Context: an optimization exercise on an open-source flow, tuned for small area, a short achievable clock period and few clock cycles per item. The choices shown serve that exercise and are no tape-out recipe.
In this exercise RTL edits were held to simulation tests only and were not proved equivalent to the original.
Power is estimated from default activity; no workload was simulated.

==> flow/config.mk <==
export PLATFORM = sky130hd
export DESIGN_NAME = randomized_set_table
export DESIGN_NICKNAME = randomized_set_table
export VERILOG_FILES = /design/flow/design.v
export SDC_FILE = /design/flow/constraint.sdc
export NUM_CORES = 4
export LEC_CHECK = 0
export ABC_CLOCK_PERIOD_IN_PS = 1500
export CAP_MARGIN = 20
export CORE_MARGIN = 2
export CORE_UTILIZATION = 33
export PLACE_DENSITY = 0.5
export SETUP_SLACK_MARGIN = 5
export SLEW_MARGIN = 20
export TNS_END_PERCENT = 20
==> flow/constraint.sdc <==
create_clock -name core_clock -period 8.0 [get_ports {aclk}]
set_input_delay 1.6000 -clock core_clock [delete_from_list [all_inputs] [get_ports {aclk}]]
set_output_delay 1.6000 -clock core_clock [all_outputs]
set_load 0.01 [all_outputs]
==> flow/design.v <==
`default_nettype none
package rset_pkg;
    localparam int DEPTH    = 64;
    localparam int ADDR_W   = $clog2(DEPTH);
    localparam int CNT_W    = $clog2(DEPTH + 1);
    localparam int VAL_W    = 32;
    localparam int DRAW_W   = 32;
    localparam int FUNC_W   = 2;
    localparam int STAT_W   = 2;
    localparam int MCOUNT_W = 7;
    localparam int S_DATA_W = 64;
    localparam int M_DATA_W = 48;
    typedef logic [FUNC_W-1:0] func_t;
    typedef logic [STAT_W-1:0] status_t;
    localparam func_t FUNC_INSERT = 2'd0;
    localparam func_t FUNC_ERASE  = 2'd1;
    localparam func_t FUNC_SAMPLE = 2'd2;
    localparam func_t FUNC_NONE   = 2'd3;
    localparam status_t STAT_DONE  = 2'd0;
    localparam status_t STAT_MISS  = 2'd1;
    localparam status_t STAT_FULL  = 2'd2;
    localparam status_t STAT_EMPTY = 2'd3;
endpackage
`default_nettype wire
`default_nettype none
module rset_ram #(
    parameter int WIDTH = 32,
    parameter int DEPTH = 64
) (
    input  wire logic                     aclk,
    input  wire logic                     we,
    input  wire logic [$clog2(DEPTH)-1:0] waddr,
    input  wire logic [WIDTH-1:0]         wdata,
    input  wire logic [$clog2(DEPTH)-1:0] raddr,
    output logic      [WIDTH-1:0]         rdata
);
    logic [WIDTH-1:0] mem [DEPTH];
    always_ff @(posedge aclk) begin
        if (we) begin
            mem[waddr] <= wdata;
        end
        rdata <= mem[raddr];
    end
endmodule
`default_nettype wire
`default_nettype none
module randomized_set_table (
    input  wire logic                         aclk,
    input  wire logic                         aresetn,
    input  wire logic                         s_tvalid,
    output logic                              s_tready,
    input  wire logic [rset_pkg::S_DATA_W-1:0] s_tdata,
    input  wire logic [rset_pkg::FUNC_W-1:0]  s_tuser,
    output logic                              m_tvalid,
    input  wire logic                         m_tready,
    output logic      [rset_pkg::M_DATA_W-1:0] m_tdata
);
    localparam int DEPTH    = rset_pkg::DEPTH;
    localparam int ADDR_W   = rset_pkg::ADDR_W;
    localparam int CNT_W    = rset_pkg::CNT_W;
    localparam int VAL_W    = rset_pkg::VAL_W;
    localparam int DRAW_W   = rset_pkg::DRAW_W;
    localparam int STAT_W   = rset_pkg::STAT_W;
    localparam int MCOUNT_W = rset_pkg::MCOUNT_W;
    localparam int M_DATA_W = rset_pkg::M_DATA_W;
    localparam int RES_W    = MCOUNT_W + VAL_W + STAT_W;
    localparam int PP_W     = DRAW_W + 3;              
    localparam int PROD_W   = DRAW_W + ADDR_W;         
    typedef logic [rset_pkg::FUNC_W-1:0] func_t;
    typedef logic [rset_pkg::STAT_W-1:0] status_t;
    localparam func_t   FUNC_INSERT = rset_pkg::FUNC_INSERT;
    localparam func_t   FUNC_ERASE  = rset_pkg::FUNC_ERASE;
    localparam func_t   FUNC_SAMPLE = rset_pkg::FUNC_SAMPLE;
    localparam status_t STAT_DONE   = rset_pkg::STAT_DONE;
    localparam status_t STAT_MISS   = rset_pkg::STAT_MISS;
    localparam status_t STAT_FULL   = rset_pkg::STAT_FULL;
    localparam status_t STAT_EMPTY  = rset_pkg::STAT_EMPTY;
    logic [VAL_W-1:0]   slot [DEPTH];
    logic [CNT_W-1:0]   cnt_reg;           
    logic [CNT_W-1:0]   cnt_d1;            
    logic               c_valid;
    func_t              c_func;
    logic [VAL_W-1:0]   c_val;
    logic [DRAW_W-1:0]  c_draw;
    logic               e_valid;
    func_t              e_func;
    logic [VAL_W-1:0]   e_val;
    logic [DRAW_W-1:0]  e_draw;
    logic [PP_W-1:0]    e_d3, e_d5, e_d7;  
    logic [DEPTH-1:0]   e_m;               
    logic               e_a_ins, e_a_ers, e_a_eq;
    logic [ADDR_W-1:0]  e_a_w, e_a_last;
    logic               e_b_ins, e_b_ers, e_b_eq;
    logic [ADDR_W-1:0]  e_b_w, e_b_last;
    logic               go_reg;            
    logic               r_valid;
    logic               r_ins_ok;          
    logic               r_ers_ok;          
    logic               r_smp;             
    logic [VAL_W-1:0]   r_val;
    logic               r_we;              
    logic [ADDR_W-1:0]  r_waddr;           
    logic [ADDR_W-1:0]  r_raddr;           
    logic [DEPTH-1:0]   r_rsel;            
    status_t            r_status;
    logic [MCOUNT_W-1:0] r_count;
    logic [RES_W-1:0]   q0, q1, q2;
    logic [1:0]         qcnt;
    logic               qv0;
    logic               e_free;
    logic               s_tready_reg;      
    logic               c_valid_next, e_valid_next, go_next;
    logic [DEPTH-1:0]   c_m;
    assign e_free   = !e_valid || go_reg;
    assign s_tready = s_tready_reg;
    always_comb begin
        for (int i = 0; i < DEPTH; i++) begin
            c_m[i] = (CNT_W'(i) < cnt_d1) && (slot[i] == c_val);
        end
    end
    logic               exec;
    logic [ADDR_W-1:0]  menc;
    logic               member, full, empty;
    logic [ADDR_W-1:0]  h_log, h_b;
    logic               is_ins, is_ers, is_smp;
    logic               ins_ok, ers_ok;
    logic [CNT_W-1:0]   cnt_next;
    logic [PP_W-1:0]    pp0, pp1;
    logic [PROD_W-1:0]  prod;
    logic [ADDR_W-1:0]  sidx, last;
    logic [ADDR_W-1:0]  waddr_next, raddr_next;
    status_t            status;
    assign exec   = e_valid && go_reg;
    assign is_ins = (e_func == FUNC_INSERT);
    assign is_ers = (e_func == FUNC_ERASE);
    assign is_smp = (e_func == FUNC_SAMPLE);
    assign full   = cnt_reg[CNT_W-1];
    assign empty  = (cnt_reg == '0);
    assign last   = cnt_reg[ADDR_W-1:0] - ADDR_W'(1);
    always_comb begin
        menc = '0;
        for (int i = 0; i < DEPTH; i++) begin
            if (e_m[i]) menc = menc | ADDR_W'(i);
        end
    end
    logic [ADDR_W-1:0]  h_m;
    assign h_m = (e_b_ers && menc == e_b_last) ? e_b_w : menc;
    assign h_b = (e_b_eq && (e_b_ins || e_b_ers)) ? e_b_w : h_m;
    assign h_log = (e_a_eq && (e_a_ins || e_a_ers)) ? e_a_w
                 : (e_a_ers && h_b == e_a_last) ? e_a_w : h_b;
    assign member = (e_a_eq && (e_a_ins || e_a_ers)) ? e_a_ins
                  : (e_b_eq && (e_b_ins || e_b_ers)) ? e_b_ins : |e_m;
    assign ins_ok = exec && is_ins && !member && !full;
    assign ers_ok = exec && is_ers && member;
    always_comb begin
        cnt_next = cnt_reg;
        if (ins_ok) cnt_next = cnt_reg + CNT_W'(1);
        else if (ers_ok) cnt_next = cnt_reg - CNT_W'(1);
    end
    function automatic logic [PP_W-1:0] pp_sel(input logic [2:0] dig,
                                               input logic [DRAW_W-1:0] d,
                                               input logic [PP_W-1:0] d3,
                                               input logic [PP_W-1:0] d5,
                                               input logic [PP_W-1:0] d7);
        unique case (dig)
            3'd0: pp_sel = '0;
            3'd1: pp_sel = PP_W'(d);
            3'd2: pp_sel = PP_W'({d, 1'b0});
            3'd3: pp_sel = d3;
            3'd4: pp_sel = PP_W'({d, 2'b0});
            3'd5: pp_sel = d5;
            3'd6: pp_sel = {d3[PP_W-2:0], 1'b0};
            default: pp_sel = d7;
        endcase
    endfunction
    assign pp0  = pp_sel(cnt_reg[2:0], e_draw, e_d3, e_d5, e_d7);
    assign pp1  = pp_sel(cnt_reg[5:3], e_draw, e_d3, e_d5, e_d7);
    assign prod = PROD_W'(pp0) + (PROD_W'(pp1) << 3);
    assign sidx = cnt_reg[CNT_W-1] ? e_draw[DRAW_W-1 -: ADDR_W] : prod[DRAW_W +: ADDR_W];
    assign waddr_next = is_ins ? cnt_reg[ADDR_W-1:0] : h_log;
    assign raddr_next = is_smp ? sidx : last;
    always_comb begin
        status = STAT_DONE;
        unique case (e_func)
            FUNC_INSERT: status = member ? STAT_MISS : (full ? STAT_FULL : STAT_DONE);
            FUNC_ERASE:  status = member ? STAT_DONE : STAT_MISS;
            FUNC_SAMPLE: status = empty ? STAT_EMPTY : STAT_DONE;
            default:     status = STAT_DONE;
        endcase
    end
    logic [VAL_W-1:0]   rdata, wdata;
    logic [RES_W-1:0]   res;
    always_comb begin
        rdata = '0;
        for (int i = 0; i < DEPTH; i++) begin
            rdata = rdata | (slot[i] & {VAL_W{r_rsel[i]}});
        end
    end
    assign wdata = r_ers_ok ? rdata : r_val;
    assign res   = {r_count, (r_smp ? rdata : VAL_W'(0)), r_status};
    always_ff @(posedge aclk) begin
        for (int i = 0; i < DEPTH; i++) begin
            if (r_we && r_waddr == ADDR_W'(i)) slot[i] <= wdata;
        end
    end
    logic               take;
    logic [1:0]         qlvl;
    logic [1:0]         qcnt_next;
    assign take      = qv0 && m_tready;
    assign qlvl      = qcnt - 2'(take);
    assign qcnt_next = qlvl + 2'(r_valid);
    assign c_valid_next = s_tready_reg ? s_tvalid : c_valid;
    assign e_valid_next = e_free ? c_valid : e_valid;
    assign go_next      = (qcnt_next < 2'd2) || (qcnt_next == 2'd2 && !exec);
    assign m_tvalid = qv0;
    assign m_tdata  = M_DATA_W'(q0);
    always_ff @(posedge aclk) begin
        if (r_valid && qlvl == 2'd0) q0 <= res;
        else if (take) q0 <= q1;
        if (r_valid && qlvl == 2'd1) q1 <= res;
        else if (take) q1 <= q2;
        if (r_valid && qlvl == 2'd2) q2 <= res;
    end
    always_ff @(posedge aclk) begin
        if (!aresetn) begin
            c_valid   <= 1'b0;
            e_valid   <= 1'b0;
            go_reg    <= 1'b1;
            s_tready_reg <= 1'b1;
            r_valid   <= 1'b0;
            r_ins_ok  <= 1'b0;
            r_ers_ok  <= 1'b0;
            r_we      <= 1'b0;
            cnt_reg   <= '0;
            cnt_d1    <= '0;
            qcnt      <= '0;
            qv0       <= 1'b0;
        end else begin
            c_valid   <= c_valid_next;
            e_valid   <= e_valid_next;
            go_reg    <= go_next;
            s_tready_reg <= !c_valid_next || !e_valid_next || go_next;
            r_valid   <= exec;
            r_ins_ok  <= ins_ok;
            r_ers_ok  <= ers_ok;
            r_we      <= ins_ok || ers_ok;
            cnt_reg   <= cnt_next;
            cnt_d1    <= cnt_reg;
            qcnt      <= qcnt_next;
            qv0       <= (qcnt_next != 2'd0);
        end
        if (s_tready) begin
            c_func <= s_tuser;
            c_val  <= s_tdata[VAL_W-1:0];
            c_draw <= s_tdata[VAL_W +: DRAW_W];
        end
        if (e_free) begin
            e_func   <= c_func;
            e_val    <= c_val;
            e_draw   <= c_draw;
            e_d3     <= PP_W'(c_draw) + PP_W'({c_draw, 1'b0});
            e_d5     <= PP_W'(c_draw) + PP_W'({c_draw, 2'b0});
            e_d7     <= PP_W'({c_draw, 3'b0}) - PP_W'(c_draw);
            e_m      <= c_m;
            e_a_ins  <= ins_ok;
            e_a_ers  <= ers_ok;
            e_a_eq   <= (c_val == e_val);
            e_a_w    <= waddr_next;
            e_a_last <= last;
            e_b_ins  <= r_ins_ok;
            e_b_ers  <= r_ers_ok;
            e_b_eq   <= (c_val == r_val);
            e_b_w    <= r_waddr;
            e_b_last <= r_raddr;
        end
        r_smp    <= is_smp && !empty;
        r_val    <= e_val;
        r_waddr  <= waddr_next;
        r_raddr  <= raddr_next;
        for (int i = 0; i < DEPTH; i++) r_rsel[i] <= (raddr_next == ADDR_W'(i));
        r_status <= status;
        r_count  <= MCOUNT_W'(cnt_next);
    end
endmodule
`default_nettype wire
==> flow/run.sh <==
#!/bin/bash
# synth_recipe.tcl (not shown) runs the flow's synth.tcl, then flattens the netlist and writes it again
# the make line also repeats each setting of config.mk as NAME=value (left out here)
make -C /OpenROAD-flow-scripts/flow DESIGN_CONFIG=/design/flow/config.mk WORK_HOME=/design/flow/orfs CLKGATE_MAP_FILE= SYNTH_SCRIPT=/design/flow/synth_recipe.tcl finish
==> flow_metrics.py <==
metrics = {
    "synth": {
        "ys.flop_type": "edfxtp_1",
        "yosysUniqueCellTypes": 90,
        "synth_area_um2": 125000,
        "yosysSeqAreaShare_pct": 62.1,
        "ys_seq_elements": 2639,
        "synthCells": 9365,
        "ys_warn_count": 2,
        "synth-edff-count": 2496,
        "async_flop_share_pct": 0,
        "postSynthAreaPerCell_um2": 13.4,
    },
    "clock_network": {
        "hold_buffers": 0,
        "root_buffer": "clkbuf_16",
        "ctsHtreeMaxLevel": 5,
        "cts_buffers": 318,
        "clock_sinks": 2639,
        "clk_path_buf_depth": 4,
    },
    "global_route": {
        "overflow": 1,
        "grt_usage_pct": 63.0,
        "grt_start_max_net_pins": 124,
    },
    "status": {
        "firstError": "[ERROR GRT-0232] Routing congestion too high. Check the congestion heatmap in the GUI.",
        "status": "did not finish",
        "lastStage": "5_1_grt",
    },
    "place": {
        "dp_hpwl_um": 841000,
        "port_buffers": 112,
        "place_congestion": 1.31,
    },
    "die": {
        "start_util_pct": 33.1,
        "chipHeight_um": 620,
        "die_w_um": 620,
        "fp-row-count": 226,
        "ioPinCount": 120,
    },
}
==> routing by layer <==
metal | GRT usage, % | overflow
met1 | 63.7 | 0
met4 | 58.1 | 0
met2 | 73.7 | 0
met3 | 53.9 | 1
met5 | 41.5 | 0
==> worst max path at each step <==
stage,to,start,slack [ps],depth (start not counted)
after CTS,r_rsel[47],cnt_reg[1],3100,18
after floorplan,r_rsel[35],cnt_reg[2],3310,22
after global placement,r_rsel[1],cnt_reg[0],300,15
after detailed placement,r_rsel[5],cnt_reg[0],960,15
==> power groups by stage <==
| stage | Combinational, mW | Clock (mW) | Sequential (mW) |
|---|---|---|---|
| floorplan | 2.27 | 0 | 16.2 |
| global placement | 6.37 | 0 | 16.5 |
| detailed placement | 6.40 | 0 | 16.5 |
| CTS | 7.45 | 15.0 | 16.1 |
==> Yosys cell counts, types with 102 or more instances <==
library cell,instances,area share [%]
edfxtp_1,2496,60
xor2_1,1566,11
xnor2_1,651,4.6
a22oi_1,636,3.8
nor4_1,476,2.4
clkbuf_1,390,1.2
nand4_1,338,1.7
nor2_1,325,0.97
nand2_1,290,0.87
a221oi_1,226,1.6
a22o_1,225,1.6
nand3_1,178,0.71
o21ai_0,166,0.66
buf_1,161,0.48
dfxtp_1,143,2.3
ha_1,133,1.3
a21oi_1,119,0.48
nor3_1,115,0.46
inv_1,102,0.31
==> logic make-up after synthesis <==
family / count (synthesis) / share of synthesized area, %
other: 1 / 0.00299
AND/OR/NAND/NOR: 1915 / 8.13
adder cells (fa/ha/maj): 135 / 1.36
buffers and inverters: 671 / 2.04
AO/OA/AOI/OAI: 1735 / 10.4
multiplexers: 52 / 0.461
XOR/XNOR: 2217 / 15.5
flip-flops: 2639 / 62.1
==> timing repair <==
item,4_1_cts
pin swaps,166
cloned,80
endpoints found under the setup margin,2998
endpoints found under the hold margin,0
setup buffers,246
gates resized for setup,803
==> stage by stage <==
step	power, mW	area, um^2	cells	hold WS [ps]	setup WS (ps)
CTS	38.6	157000	15500	392	3100
detailed placement	22.9	138000	14600	376	961
global placement	22.8	138000	14500	373	299
floorplan	18.4	126000	9371	368	3310
Testbench counts, summed over its fixed seeds: cycles 6,432, items 6,400.
